From an optimization exercise on the open Yosys and OpenROAD flow, aimed at small area, a short achievable clock period and few clock cycles per item; shortcuts taken in it are not production practice. Function was checked by simulation only, so behaviour that the tests miss may differ from the original. Power is estimated from default activity; no workload was simulated.

Setup of v47:
Design reorder_buffer_commit_retire_unit, start of the top module:
module reorder_buffer_commit_retire_unit
#(
    parameter int RING_DEPTH = 64
) (
    input  wire logic                  i_clk,
    input  wire logic                  i_rst_n,
    input  wire logic                  start,
    output logic                       busy,
    input  wire logic [35:0]           i_cmd,
    output logic                       o_done,
    output logic [101:0]               o_result,
    input  wire logic                  i_cfg_we,
    input  wire logic [1:0]            i_cfg_index,
    input  wire logic [6:0]            i_cfg_data
);
Size: ~150 I/O pins, about 14000 um2 of cells after synthesis.
make LEC_CHECK=0 CAP_MARGIN=20 CORE_MARGIN=2 CORE_UTILIZATION=40 SETUP_SLACK_MARGIN=1.5 SLEW_MARGIN=20 finish   # period 5.0 ns
run.sh (not shown) runs the stock make flow with config.mk's settings and CLKGATE_MAP_FILE= SYNTH_SCRIPT=/design/flow/synth_recipe.tcl, a recipe that flattens the netlist after the stock synthesis.
v47 ended with every stage complete and zero timing, DRC or antenna violations.
Testbench counts of v47, summed over its fixed seeds: cycles 24,121, items 24,000.
For v13, these inputs were changed with respect to v47:
==> flow/flow/run.sh (new file) <==
#!/bin/bash
# The standard layout, with two resizer options changed: the port
# buffers are plain buffers (the default pick is a slow delay buffer), and
# resizing may swap a cell for one of another footprint.
set -euo pipefail
bash standard.sh "BUFFER_PORTS_ARGS=-buffer_cell sky130_fd_sc_hd__buf_1" \
    MATCH_CELL_FOOTPRINT=0 finish > make_finish.log 2>&1
==> flow/standard.sh (new file) <==
#!/bin/bash
# synth_recipe.tcl (not shown) runs the flow's synth.tcl, then flattens the netlist and writes it again
# the make line also repeats each setting of config.mk as NAME=value (left out here)
make -C /OpenROAD-flow-scripts/flow DESIGN_CONFIG=/design/flow/config.mk WORK_HOME=/design/flow/orfs CLKGATE_MAP_FILE= SYNTH_SCRIPT=/design/flow/synth_recipe.tcl "${@:-finish}"
removed: flow/run.sh
## What came out
- No run among v13 and v47 stopped early or left any final violation; all are clean.
- v13 ended up with nor2_1 as its most common library cell in the layout ignoring fill and taps; v47 ended up with dfxtp_1.
- Relative to v47, the time the worst path needs with I/O delays and setup of v13 is higher by 0.015 ns.
- v47 → v13: clock network area share went down; clock network fraction of total power went down; ratio of total power to cell area went up; final area went down; global-route usage went down.
- Power shrinks by a few percent when moving from v47 to v13.
- Route | v13 vs v47 | wire shorter in v13
- Against v47, minimum setup slack in the final design in v13 came out worse.
Modified inputs, v46 compared to v13
Settings: a change of CORE_UTILIZATION from 40 to 60.
==> flow/flow/run.sh <==
#!/bin/bash
# The standard layout, with resizer and synthesis options changed:
# - the port buffers are plain buffers (the default pick is a slow delay buffer);
# - resizing may swap a cell for one of another footprint;
# - adders are left to ABC instead of being mapped to the library's
#   ripple full/half-adder cells, so ABC can restructure them for speed.
set -euo pipefail
bash standard.sh "BUFFER_PORTS_ARGS=-buffer_cell sky130_fd_sc_hd__buf_1" \
    MATCH_CELL_FOOTPRINT=0 ADDER_MAP_FILE= finish > make_finish.log 2>&1
==> comparison <==
Changes observed in v46 relative to v13: worst hold slack climbed 0.019 ns; final critical-path required period climbed 0.11 ns; fmax dropped 3.1%; global-route usage over all layers climbed 8.8 points; portion of the clock cycle consumed by the worst path in the final layout climbed 2.2 points.
Design area delta (v46 − v13): favourable
u_datapath.r_tail[4] as the destination of the critical timing path was reported by v46, and u_datapath.r_can by v13.
Cmp v46 and v13 / chip width / lower: v46
Via count for v46: about 5% down relative to v13
Input changes introduced in v53 (baseline for comparison: v46):
Settings: CORE_UTILIZATION: 60 -> 40.
Results
v53 reached the end of the flow, and the finished layout is clean on the timing, DRC and antenna checks.
v53 vs v46 — standard-cell row count rose 25%.
Across both runs, floorplan die area was higher for v53 than for v46.
Per the comparison of v53 with v46, height of the die shows an increase of about 22%; fmax rose 2.8%; die width picked up an extra 22%; critical path depth in cells saw an increase.
On setup slack after layout, the lower figure sits with v46, not v53.
Area of the core: v53 > v46
Status: worst hold-check slack parity (v53, v46)
In the tables for v53 and v46, total wire length after detailed routing reads lower with v46.
The inputs of v27 differ from those of v53 as listed below.
Settings: SETUP_SLACK_MARGIN changed from 1.5 to 2.6.
Results
Sort v27 and v53 by minimum period implied by the final worst setup slack, descending, and v53 comes first. Relative to v53, delay contributed by the slowest stage of the critical path increased by 0.08 ns in v27. When v27 is set beside v53, its fraction of area in clock buffers and inverters turns out to be 0.77 points smaller. Cell depth of the worst flop-to-flop path in v27 is 1 above v53. Total via count in the routed design delta for v27 relative to v53: 4.5% higher. For the routed wire length, v27 came in 2300 um higher than v53 did. Between v53 and v27, the flow reports placed wire-length estimate after detailed placement decreasing slightly. Routed length on met2 sits higher in v27 than in v53. In the flow results for v27 and v53, the worst voltage drop across the vdd grid is larger on v53. v27 ended with less smallest hold slack than v53.

---

reorder_buffer_commit_retire_unit, a different RTL version from the one above (not shown whole).
For scale: about 1500 cells after synthesis, roughly 150 I/O pins, ~14000 µm² of cells after synthesis.
clock: 5.0 ns
lec_check: 0
cap_margin: 20
core_margin: 2
core_utilization: 40
setup_slack_margin: 2.1
slew_margin: 20
standard.sh (not shown) runs the stock make flow with config.mk's settings and CLKGATE_MAP_FILE= SYNTH_SCRIPT=/design/flow/synth_recipe.tcl, a recipe that flattens the netlist after the stock synthesis.
==> flow/flow/run.sh <==
#!/bin/bash
# The standard layout, with resizer and synthesis options changed:
# - the port buffers are plain buffers (the default pick is a slow delay buffer);
# - resizing may swap a cell for one of another footprint;
# - adders are left to ABC instead of being mapped to the library's
#   ripple full/half-adder cells, so ABC can restructure them for speed.
set -euo pipefail
bash standard.sh "BUFFER_PORTS_ARGS=-buffer_cell sky130_fd_sc_hd__buf_1" \
    MATCH_CELL_FOOTPRINT=0 ADDER_MAP_FILE= finish > make_finish.log 2>&1
The baseline finished clean.
Testbench counts at the start, summed over its fixed seeds: cycles 24,121, items 24,000.
Next try:
- CORE_UTILIZATION: 40 -> 50
- CTS_CLUSTER_DIAMETER: default -> 150
- CTS_CLUSTER_SIZE: default -> 25
- SETUP_SLACK_MARGIN: 2.1 -> 1.9
What happened: The new run finished clean. Worst setup slack is better by 0.025 ns. Die area falls by 20%. Global-route usage rises by 4.3 points.

---

reorder_buffer_commit_retire_unit with an RTL version that a note above also has.
Size in the first run: roughly 150 I/O pins.
clock: 5.0 ns
lec_check: 0
cap_margin: 20
core_margin: 2
core_utilization: 40
setup_slack_margin: 2.0
slew_margin: 20
Scripts as last shown in full above: flow/flow/run.sh
Testbench counts at the start, summed over its fixed seeds: cycles 24,121, items 24,000.
Rerun with:
==> flow/flow/run.sh (replaced) <==
#!/bin/bash
# The standard layout, with two resizer options changed: the port
# buffers are plain buffers (the default pick is a slow delay buffer), and
# resizing may swap a cell for one of another footprint.
set -euo pipefail
bash standard.sh "BUFFER_PORTS_ARGS=-buffer_cell sky130_fd_sc_hd__buf_1" \
    MATCH_CELL_FOOTPRINT=0 finish > make_finish.log 2>&1
- ABC_CLOCK_PERIOD_IN_PS: unset -> 2500
After rerunning: Via count grows by 2.5%; sequential power hardly moves; clock-buffer cell count grows by 12; power grows by 2.3%; global-route usage shrinks by 0.12 points.

---

RTL: one of the versions met above, not the one the previous note started from.
Size: about 1500 cells after synthesis, about 270 flip-flops, about 150 I/O pins, about 0.014 sq mm of cells after synthesis.
clock: 5.0 ns
lec_check: 0
cap_margin: 20
core_margin: 2
core_utilization: 60
setup_slack_margin: 1.8
slew_margin: 20
==> flow/flow/run.sh <==
#!/bin/bash
# The standard layout, with resizer and synthesis options changed:
# - the port buffers are plain buffers (the default pick is a slow delay buffer);
# - resizing may swap a cell for one of another footprint;
# - adders are left to ABC instead of being mapped to the library's
#   ripple full/half-adder cells, so ABC can restructure them for speed.
set -euo pipefail
bash standard.sh "BUFFER_PORTS_ARGS=-buffer_cell sky130_fd_sc_hd__buf_1" \
    MATCH_CELL_FOOTPRINT=0 ADDER_MAP_FILE= finish > make_finish.log 2>&1
Testbench counts at the start, summed over its fixed seeds: cycles 24,121, items 24,000.
Rerun with:
Settings changed: CORE_UTILIZATION 60 to 40, SETUP_SLACK_MARGIN 1.8 to 1.6.
Effect: The new run finished clean. Final area stays flat. Sequential share of layout area hardly moves. Wire length rises by a few percent. Power falls slightly. Synthesized cell count stays the same. Via count falls slightly. Clock-buffer cell count rises by 1. Sequential power stays flat. Area after synthesis does not change.
Rerun with:
Settings changed: SETUP_SLACK_MARGIN 1.6 to 2.0.
After rerunning:
- The new run completed without violations
- design area came out higher by 5.2%
- setup slack is better by 0.18 ns
- synthesized area is unchanged
- via count came out higher by 3.2%
- global-route usage came out higher by 1.2 points
Rerun with:
Settings changed: CORE_UTILIZATION 40 to 50, CTS_CLUSTER_DIAMETER from default to 150, CTS_CLUSTER_SIZE from default to 25, SETUP_SLACK_MARGIN 2.0 to 1.8.
After rerunning:
- worst setup slack degrades by 0.018 ns
- count of clock-buffer cells in the layout is lower by 27
- combinational power is lower by roughly a tenth
- maximum frequency shrinks slightly
- global-route usage climbs by 3.5 points
- critical path depth climbs by 1
- total power went down by about a fifth

---

reorder_buffer_commit_retire_unit again, from the RTL that the note above started with.
==> flow/config.mk <==
export PLATFORM = sky130hd
export DESIGN_NAME = reorder_buffer_commit_retire_unit
export DESIGN_NICKNAME = reorder_buffer_commit_retire_unit
export VERILOG_FILES = /design/flow/design.v
export SDC_FILE = /design/flow/constraint.sdc
export NUM_CORES = 4
export LEC_CHECK = 0
export CAP_MARGIN = 20
export CORE_MARGIN = 2
export CORE_UTILIZATION = 50
export CTS_CLUSTER_DIAMETER = 150
export CTS_CLUSTER_SIZE = 25
export SETUP_SLACK_MARGIN = 1.8
export SLEW_MARGIN = 20
export TNS_END_PERCENT = 20
==> flow/constraint.sdc <==
create_clock -name core_clock -period 5.0 [get_ports {i_clk}]
set_input_delay 1.0000 -clock core_clock [delete_from_list [all_inputs] [get_ports {i_clk}]]
set_output_delay 1.0000 -clock core_clock [all_outputs]
set_load 0.01 [all_outputs]
Scripts as last shown in full above: flow/flow/run.sh
The first run produced a clean layout.
Testbench counts at the start, summed over its fixed seeds: cycles 24,121, items 24,000.
Change:
- CORE_UTILIZATION: 50 -> 40
- CTS_CLUSTER_DIAMETER: 150 -> not set
- CTS_CLUSTER_SIZE: 25 -> not set
- GPL_TIMING_DRIVEN: not set -> 1
- TNS_END_PERCENT: 20 -> not set
Sequential power stays flat.
Worst hold slack hardly moves.
Power rises by 19%.
Change:
- CORE_UTILIZATION: 40 -> 50
- CTS_CLUSTER_DIAMETER: not set -> 150
- CTS_CLUSTER_SIZE: not set -> 20
- GPL_TIMING_DRIVEN: 1 -> not set
First-iteration DRC count came out higher by 15%.
Routed wire length came out lower by 3.3%.
Count of clock-buffer cells in the layout came out lower by 16.
Area after synthesis is unchanged.
Non-clock buffer count came out lower by 7.
Power came out lower by 14%.
Core utilization came out higher by 9.4 points.
Cell area came out lower by 4.1%.
Maximum frequency came out lower by 0.84%.

-- separate check: timing with driven ports --
The flow's constraints put no driver on any port. The routed layouts listed below were extracted and timed again, unchanged, in two steps. Step 1 sets driving cells, clkbuf_16 on the clock port and buf_2 on the other inputs (assumed; they add their load-dependent delay and slew). Step 2 times the ports against the registers' clock, not the clock port: input delays grow and output delays shrink by t, the midpoint of the rising clock arrivals with the driver on. Three values: ideal ports, drivers, drivers and shift; two values: the first two.
| run | t, ns | setup slack, ns | worst setup path at the end | worst slew at a driven data input, ns | cell pins on the clock port's net |
|---|---|---|---|---|---|
| v47 | 0.611 | 1.575 / 1.520 / 1.039 | input to register | 0.06 | 1 |
| v13 | 0.600 | 1.560 / 1.560 / 1.044 | input to register | 0.07 | 1 |
| v46 | 0.585 | 1.450 / 1.451 / 0.865 | input to register | 0.06 | 1 |
| v53 | 0.605 | 1.546 / 1.536 / 0.931 | input to register | 0.06 | 1 |
| v27 | 0.608 | 1.614 / 1.602 / 0.994 | input to register | 0.07 | 1 |
| the first run of note 2 | 0.613 | 1.839 / 1.839 / 1.235 | input to register | 0.09 | 1 |
| the second run of note 2 | 0.554 | 1.864 / 1.860 / 1.306 | input to register | 0.07 | 1 |
| the first run of note 3 | 0.610 | 1.630 / 1.604 / 0.994 | input to register | 0.07 | 1 |
| the second run of note 3 | 0.604 | 1.648 / 1.648 / 1.435 | input to register | 0.06 | 1 |
| the first run of note 4 | 0.595 | 1.780 / 1.799 / 1.203 | input to register | 0.07 | 1 |
| the second run of note 4 | 0.608 | 1.688 / 1.688 / 1.150 | input to register | 0.08 | 1 |
| the third run of note 4 | 0.601 | 1.868 / 1.868 / 1.354 | input to register | 0.06 | 1 |
| the fourth run of note 4 | 0.559 | 1.850 / 1.850 / 1.308 | input to register | 0.05 | 1 |
| the first run of note 5 | 0.563 | 1.797 / 1.799 / 1.252 | input to register | 0.11 | 1 |
| the second run of note 5 | 0.603 | 1.840 / 1.825 / 1.223 | input to register | 0.10 | 1 |
| the third run of note 5 | 0.557 | 1.813 / 1.815 / 1.271 | input to register | 0.05 | 1 |
After both steps every run listed still meets setup and hold. For the first run of note 3, which loses most, drivers alone change the setup slack by -0.026 ns; drivers and shift together by -0.636 ns.
